Background: an optimization exercise with open tools, aiming at small area. Do not read the settings as production practice.
Function was checked by simulation only, so behaviour that the tests miss may differ from the original.
Power and IR drop assume default switching activity.

==> cedar <==
==> flow/design.v (excerpt) <==
module bitline_integrator #(
    parameter int unsigned COLS       = 32,
    parameter int unsigned DATA_WIDTH = 4,
    parameter int unsigned ACC_WIDTH  = 12,
    parameter int unsigned WIN_WIDTH  = 10
) (
    input  logic                       clk,
    input  logic                       rst_n,
    input  logic                       start,
    input  logic                       abort,
    input  logic [WIN_WIDTH-1:0]       window_len,
    input  logic                       sample_valid,
    input  logic [COLS*DATA_WIDTH-1:0] samples,
    output logic                       busy,
    output logic                       out_valid,
    input  logic                       out_ready,
    output logic [COLS*ACC_WIDTH-1:0]  out_sums,
    output logic [COLS-1:0]            out_sat,
    output logic                       sample_dropped
);
==> module bitline_integrator, before the edit <==
module bitline_integrator #(
    parameter int unsigned COLS       = 32,
    parameter int unsigned DATA_WIDTH = 4,
    parameter int unsigned ACC_WIDTH  = 12,
    parameter int unsigned WIN_WIDTH  = 10
) (
    input  logic                       clk,
    input  logic                       rst_n,
    input  logic                       start,
    input  logic                       abort,
    input  logic [WIN_WIDTH-1:0]       window_len,
    input  logic                       sample_valid,
    input  logic [COLS*DATA_WIDTH-1:0] samples,
    output logic                       busy,
    output logic                       out_valid,
    input  logic                       out_ready,
    output logic [COLS*ACC_WIDTH-1:0]  out_sums,
    output logic [COLS-1:0]            out_sat,
    output logic                       sample_dropped
);
    logic                       busy_q, done_q, dropped_q;
    logic [WIN_WIDTH-1:0]       left_q;      
    logic [COLS*ACC_WIDTH-1:0]  sums_q, sums_d;
    logic [COLS-1:0]            sat_q, sat_d;
    logic start_ok, take, last_sample, nclr;
    assign start_ok    = start && !busy_q && (!done_q || out_ready);
    assign take        = busy_q && sample_valid;
    assign last_sample = (left_q == WIN_WIDTH'(1));
    assign nclr        = !start_ok;
    always_ff @(posedge clk or negedge rst_n) begin
        if (!rst_n) begin
            busy_q    <= 1'b0;
            done_q    <= 1'b0;
            dropped_q <= 1'b0;
        end else begin
            dropped_q <= sample_valid && !busy_q;
            if (abort) begin
                busy_q <= 1'b0;
                done_q <= 1'b0;
            end else if (start_ok) begin
                busy_q <= (window_len != '0);
                done_q <= (window_len == '0);
            end else if (take && last_sample) begin
                busy_q <= 1'b0;
                done_q <= 1'b1;
            end else if (done_q && out_ready) begin
                done_q <= 1'b0;
            end
        end
    end
    always_ff @(posedge clk) begin
        if (!busy_q) left_q <= window_len;
        else         left_q <= left_q - WIN_WIDTH'(take);
    end
    for (genvar c = 0; c < COLS; c++) begin : g_col
        logic [ACC_WIDTH-1:0]  q, s;
        logic [ACC_WIDTH-1:0]  cy;
        logic [DATA_WIDTH-1:0] x;
        logic                  ovf, novf;
        logic [ACC_WIDTH-1:0]  ns, ncy;
        assign q = sums_q[c*ACC_WIDTH +: ACC_WIDTH];
        assign x = samples[c*DATA_WIDTH +: DATA_WIDTH] & {DATA_WIDTH{take}};
        logic nx0;
        bli_nand u_x0 (.a(samples[c*DATA_WIDTH]), .b(take), .y(nx0));
        bli_xor  u_s0 (.a(q[0]), .b(nx0), .y(ns[0]));
        bli_andn u_c0 (.a(q[0]), .bn(nx0), .y(cy[1]));
        for (genvar i = 1; i < DATA_WIDTH; i++) begin : g_fa
            bli_fa u (.a(q[i]), .b(x[i]), .c(cy[i]), .s(s[i]), .co(cy[i+1]));
        end
        bli_skip u_skip (.hi(q[11:4]), .c4(cy[4]), .c8(cy[8]), .ovf(ovf), .novf(novf));
        for (genvar b = 4; b < ACC_WIDTH; b += 4) begin : g_blk
            bli_xnor u_s0 (.a(q[b]),   .b(cy[b]),    .y(ns[b]));
            bli_nand u_c0 (.a(q[b]),   .b(cy[b]),    .y(ncy[b+1]));
            bli_xor  u_s1 (.a(q[b+1]), .b(ncy[b+1]), .y(ns[b+1]));
            bli_andn u_c1 (.a(q[b+1]), .bn(ncy[b+1]), .y(cy[b+2]));
            bli_xnor u_s2 (.a(q[b+2]), .b(cy[b+2]),  .y(ns[b+2]));
            bli_nand u_c2 (.a(q[b+2]), .b(cy[b+2]),  .y(ncy[b+3]));
            bli_xor  u_s3 (.a(q[b+3]), .b(ncy[b+3]), .y(ns[b+3]));
        end
        for (genvar i = DATA_WIDTH; i < ACC_WIDTH; i++) begin : g_dn
            bli_dbitn u (.ns(ns[i]), .novf(novf), .clr(start_ok), .d(sums_d[c*ACC_WIDTH+i]));
        end
        bli_dbitn u_d0 (.ns(ns[0]), .novf(novf), .clr(start_ok), .d(sums_d[c*ACC_WIDTH]));
        for (genvar i = 1; i < DATA_WIDTH; i++) begin : g_d
            bli_dbit u (.s(s[i]), .ovf(ovf), .nclr(nclr), .d(sums_d[c*ACC_WIDTH+i]));
        end
        bli_dbit u_sat (.s(sat_q[c]), .ovf(ovf), .nclr(nclr), .d(sat_d[c]));
    end
    always_ff @(posedge clk) begin
        sums_q <= sums_d;
        sat_q  <= sat_d;
    end
    assign busy           = busy_q;
    assign out_valid      = done_q;
    assign out_sums       = sums_q;
    assign out_sat        = sat_q;
    assign sample_dropped = dropped_q;
endmodule
Settings: LEC_CHECK=0, CAP_MARGIN=20, CORE_MARGIN=2, CORE_UTILIZATION=65, CTS_CLUSTER_DIAMETER=100, CTS_CLUSTER_SIZE=25, SLEW_MARGIN=50, SYNTH_HIERARCHICAL=1; clock period 4.0 ns.
standard.sh (not shown) runs the stock make flow with config.mk's settings and CLKGATE_MAP_FILE= SYNTH_SCRIPT=/design/flow/synth_recipe.tcl, a recipe that flattens the netlist after the stock synthesis.
==> flow/flow/run.sh <==
#!/bin/bash
# Standard layout with these changes: the port buffers are made from the
# smallest buffer cell; every combinational cell from synthesis starts at its
# smallest drive strength (the repair steps size up where needed); the clock
# tree uses no dummy loads.
set -euo pipefail
bash standard.sh \
  BUFFER_PORTS_ARGS="-buffer_cell sky130_fd_sc_hd__buf_1" \
  PRE_FLOORPLAN_TCL="$PWD/flow/downsize.tcl" \
  CTS_ARGS="-sink_clustering_enable -repair_clock_nets -dont_use_dummy_load -sink_clustering_size 25 -sink_clustering_max_diameter 100" \
  finish > standard_flow.log 2>&1
==> flow/flow/downsize.tcl <==
# Give every combinational cell from synthesis its smallest drive strength;
# the flow's own repair steps size up again wherever timing, slew or load need it.
set n_resized 0
set saved 0.0
foreach inst [[ord::get_db_block] getInsts] {
  set master [$inst getMaster]
  set name [$master getName]
  if { ![regexp {^(sky130_fd_sc_hd__[a-z0-9]+)_([0-9]+)$} $name -> base drive] } { continue }
  if { [$master isSequential] } { continue }
  if { [regexp {__(df|edf|sdf|dl|clk|conb|tap|fill|decap|diode)} $base] } { continue }
  set cur [get_lib_cells $name]
  set best $cur
  set best_area [get_property $cur area]
  foreach cand [get_lib_cells ${base}_*] {
    set cname [get_property $cand name]
    if { ![regexp "^${base}_\[0-9\]+\$" $cname] } { continue }
    if { [get_property $cand dont_use] } { continue }
    set a [get_property $cand area]
    if { $a < $best_area } { set best $cand; set best_area $a }
  }
  if { $best != $cur } {
    set saved [expr { $saved + [get_property $cur area] - $best_area }]
    replace_cell [get_cells [$inst getName]] $best
    incr n_resized
  }
}
puts "downsize: $n_resized cells set to their smallest drive, [format %.1f $saved] um2 less"
==> inputs of zinc, as changes to cedar <==
--- a/flow/design.v
+++ b/flow/design.v
@@ -78,24 +78,22 @@
         end
     end
     always_ff @(posedge clk) begin
-        if (!busy_q) left_q <= window_len;
-        else         left_q <= left_q - WIN_WIDTH'(take);
+        if (start_ok)  left_q <= window_len;
+        else if (take) left_q <= left_q - 1'b1;
     end
     for (genvar c = 0; c < COLS; c++) begin : g_col
         logic [ACC_WIDTH-1:0]  q, s;
         logic [ACC_WIDTH-1:0]  cy;
         logic [DATA_WIDTH-1:0] x;
-        logic                  ovf, novf;
-        logic [ACC_WIDTH-1:0]  ns, ncy;
+        logic                  ovf;
         assign q = sums_q[c*ACC_WIDTH +: ACC_WIDTH];
         assign x = samples[c*DATA_WIDTH +: DATA_WIDTH] & {DATA_WIDTH{take}};
-        logic nx0;
-        bli_nand u_x0 (.a(samples[c*DATA_WIDTH]), .b(take), .y(nx0));
-        bli_xor  u_s0 (.a(q[0]), .b(nx0), .y(ns[0]));
-        bli_andn u_c0 (.a(q[0]), .bn(nx0), .y(cy[1]));
+        bli_ha u_b0 (.a(q[0]), .b(x[0]), .s(s[0]), .co(cy[1]));
         for (genvar i = 1; i < DATA_WIDTH; i++) begin : g_fa
             bli_fa u (.a(q[i]), .b(x[i]), .c(cy[i]), .s(s[i]), .co(cy[i+1]));
         end
+        logic [ACC_WIDTH-1:0] ns, ncy;
+        logic                 novf;
         bli_skip u_skip (.hi(q[11:4]), .c4(cy[4]), .c8(cy[8]), .ovf(ovf), .novf(novf));
         for (genvar b = 4; b < ACC_WIDTH; b += 4) begin : g_blk
             bli_xnor u_s0 (.a(q[b]),   .b(cy[b]),    .y(ns[b]));
@@ -109,8 +107,7 @@
         for (genvar i = DATA_WIDTH; i < ACC_WIDTH; i++) begin : g_dn
             bli_dbitn u (.ns(ns[i]), .novf(novf), .clr(start_ok), .d(sums_d[c*ACC_WIDTH+i]));
         end
-        bli_dbitn u_d0 (.ns(ns[0]), .novf(novf), .clr(start_ok), .d(sums_d[c*ACC_WIDTH]));
-        for (genvar i = 1; i < DATA_WIDTH; i++) begin : g_d
+        for (genvar i = 0; i < DATA_WIDTH; i++) begin : g_d
             bli_dbit u (.s(s[i]), .ovf(ovf), .nclr(nclr), .d(sums_d[c*ACC_WIDTH+i]));
         end
         bli_dbit u_sat (.s(sat_q[c]), .ovf(ovf), .nclr(nclr), .d(sat_d[c]));
==> flow/flow/run.sh (replaced) <==
#!/bin/bash
# Standard layout with these changes: the port buffers are made from the
# smallest buffer cell; every combinational cell from synthesis starts at its
# smallest drive strength (the repair steps size up where needed); the clock
# tree uses no dummy loads; cells off the critical paths are sized down again
# after global routing.
set -euo pipefail
bash standard.sh \
  BUFFER_PORTS_ARGS="-buffer_cell sky130_fd_sc_hd__buf_1" \
  PRE_FLOORPLAN_TCL="$PWD/flow/downsize.tcl" \
  CTS_ARGS="-sink_clustering_enable -repair_clock_nets -dont_use_dummy_load -sink_clustering_size 25 -sink_clustering_max_diameter 100" \
  RECOVER_POWER=100 \
  finish > standard_flow.log 2>&1
- CORE_UTILIZATION: 65 -> 40
==> comparison table <==
| metric | cedar | zinc |
|---|---|---|
| Number of non-clock buffers | 572 | 573 |
| Cell count after synthesis | 1,859 | 1,833 |
| Result of the run | no timing/DRC/antenna violations | no timing/DRC/antenna violations |
| Pin count of the biggest net entering global routing | 168 | 115 |
| Average vias per placed instance | 5.664 | 5.116 |
| Drt first pass iters | 7 | 5 |
| VDD IR-drop max | 0.3035 mV | 0.3172 mV |
| Share of the final layout cell area in multi-input gates | 0.4554 | 0.4502 |
| Clk network pwr share | 0.273 | 0.295 |
| Part of the total power dissipated in sequential elements | 0.579 | 0.576 |
| Number of cells on the worst reg-to-reg path | 14 | 6 |
| Clk. pwr | 2.27 mW | 2.43 mW |
| Placement Cell Area | 0.02135 mm2 | 0.02187 mm2 |
| Finished Cell Area | 0.02193 mm2 | 0.02240 mm2 |
| FF-to-FF setup slack | 660 ps | 380 ps |
| Final weighted congestion in routability-driven placement | 0.9401 | 0.8803 |
| Row cnt | 62 | 79 |
| Power per cell area | 378.7 mW/mm2 | 367.8 mW/mm2 |
| Post-placement cell count | 2,791 | 2,982 |
| Area used by multi-input combinational logic | 0.009988 mm2 | 0.01008 mm2 |
| Overall power of the completed layout | 8.306 mW | 8.239 mW |
| Minimum setup slack after placement | 212.1 ps | 365.2 ps |
| Met2 capacity usage during global routing | 0.5860 | 0.3645 |
| Post-Layout Cell Count | 2,825 | 3,006 |
| Levels on crit path | 14 | 6 |

## static timing again, ports no longer ideal
How much do the figures lean on ideal ports? The routed layouts below were timed once more, with nothing changed but the port constraints.
Step 1, drivers: a clkbuf_16 drives clk and a buf_2 each remaining input, both assumed.
Step 2, shift: input delay + t, output delay - t, t = (earliest + latest rising clock arrival at the registers) / 2. This alone moves slack from input paths to output paths.
a / b / c = ideal ports / drivers / drivers and shift; a / b = the first two.
run	t, ns	setup WS [ns]	worst setup path at the end	latest minus earliest clock arrival (ns)	cell pins on the clock port's net
cedar	0.565	0.660 / 0.660 / 0.218	input to register	0.059 / 0.060	1
zinc	0.589	0.382 / 0.382 / 0.171	input to register	0.049 / 0.049	1
After both steps every run listed still meets setup and hold. The setup slack of cedar, which loses most, moves by 0.000 ns with the drivers and by -0.442 ns with both steps.
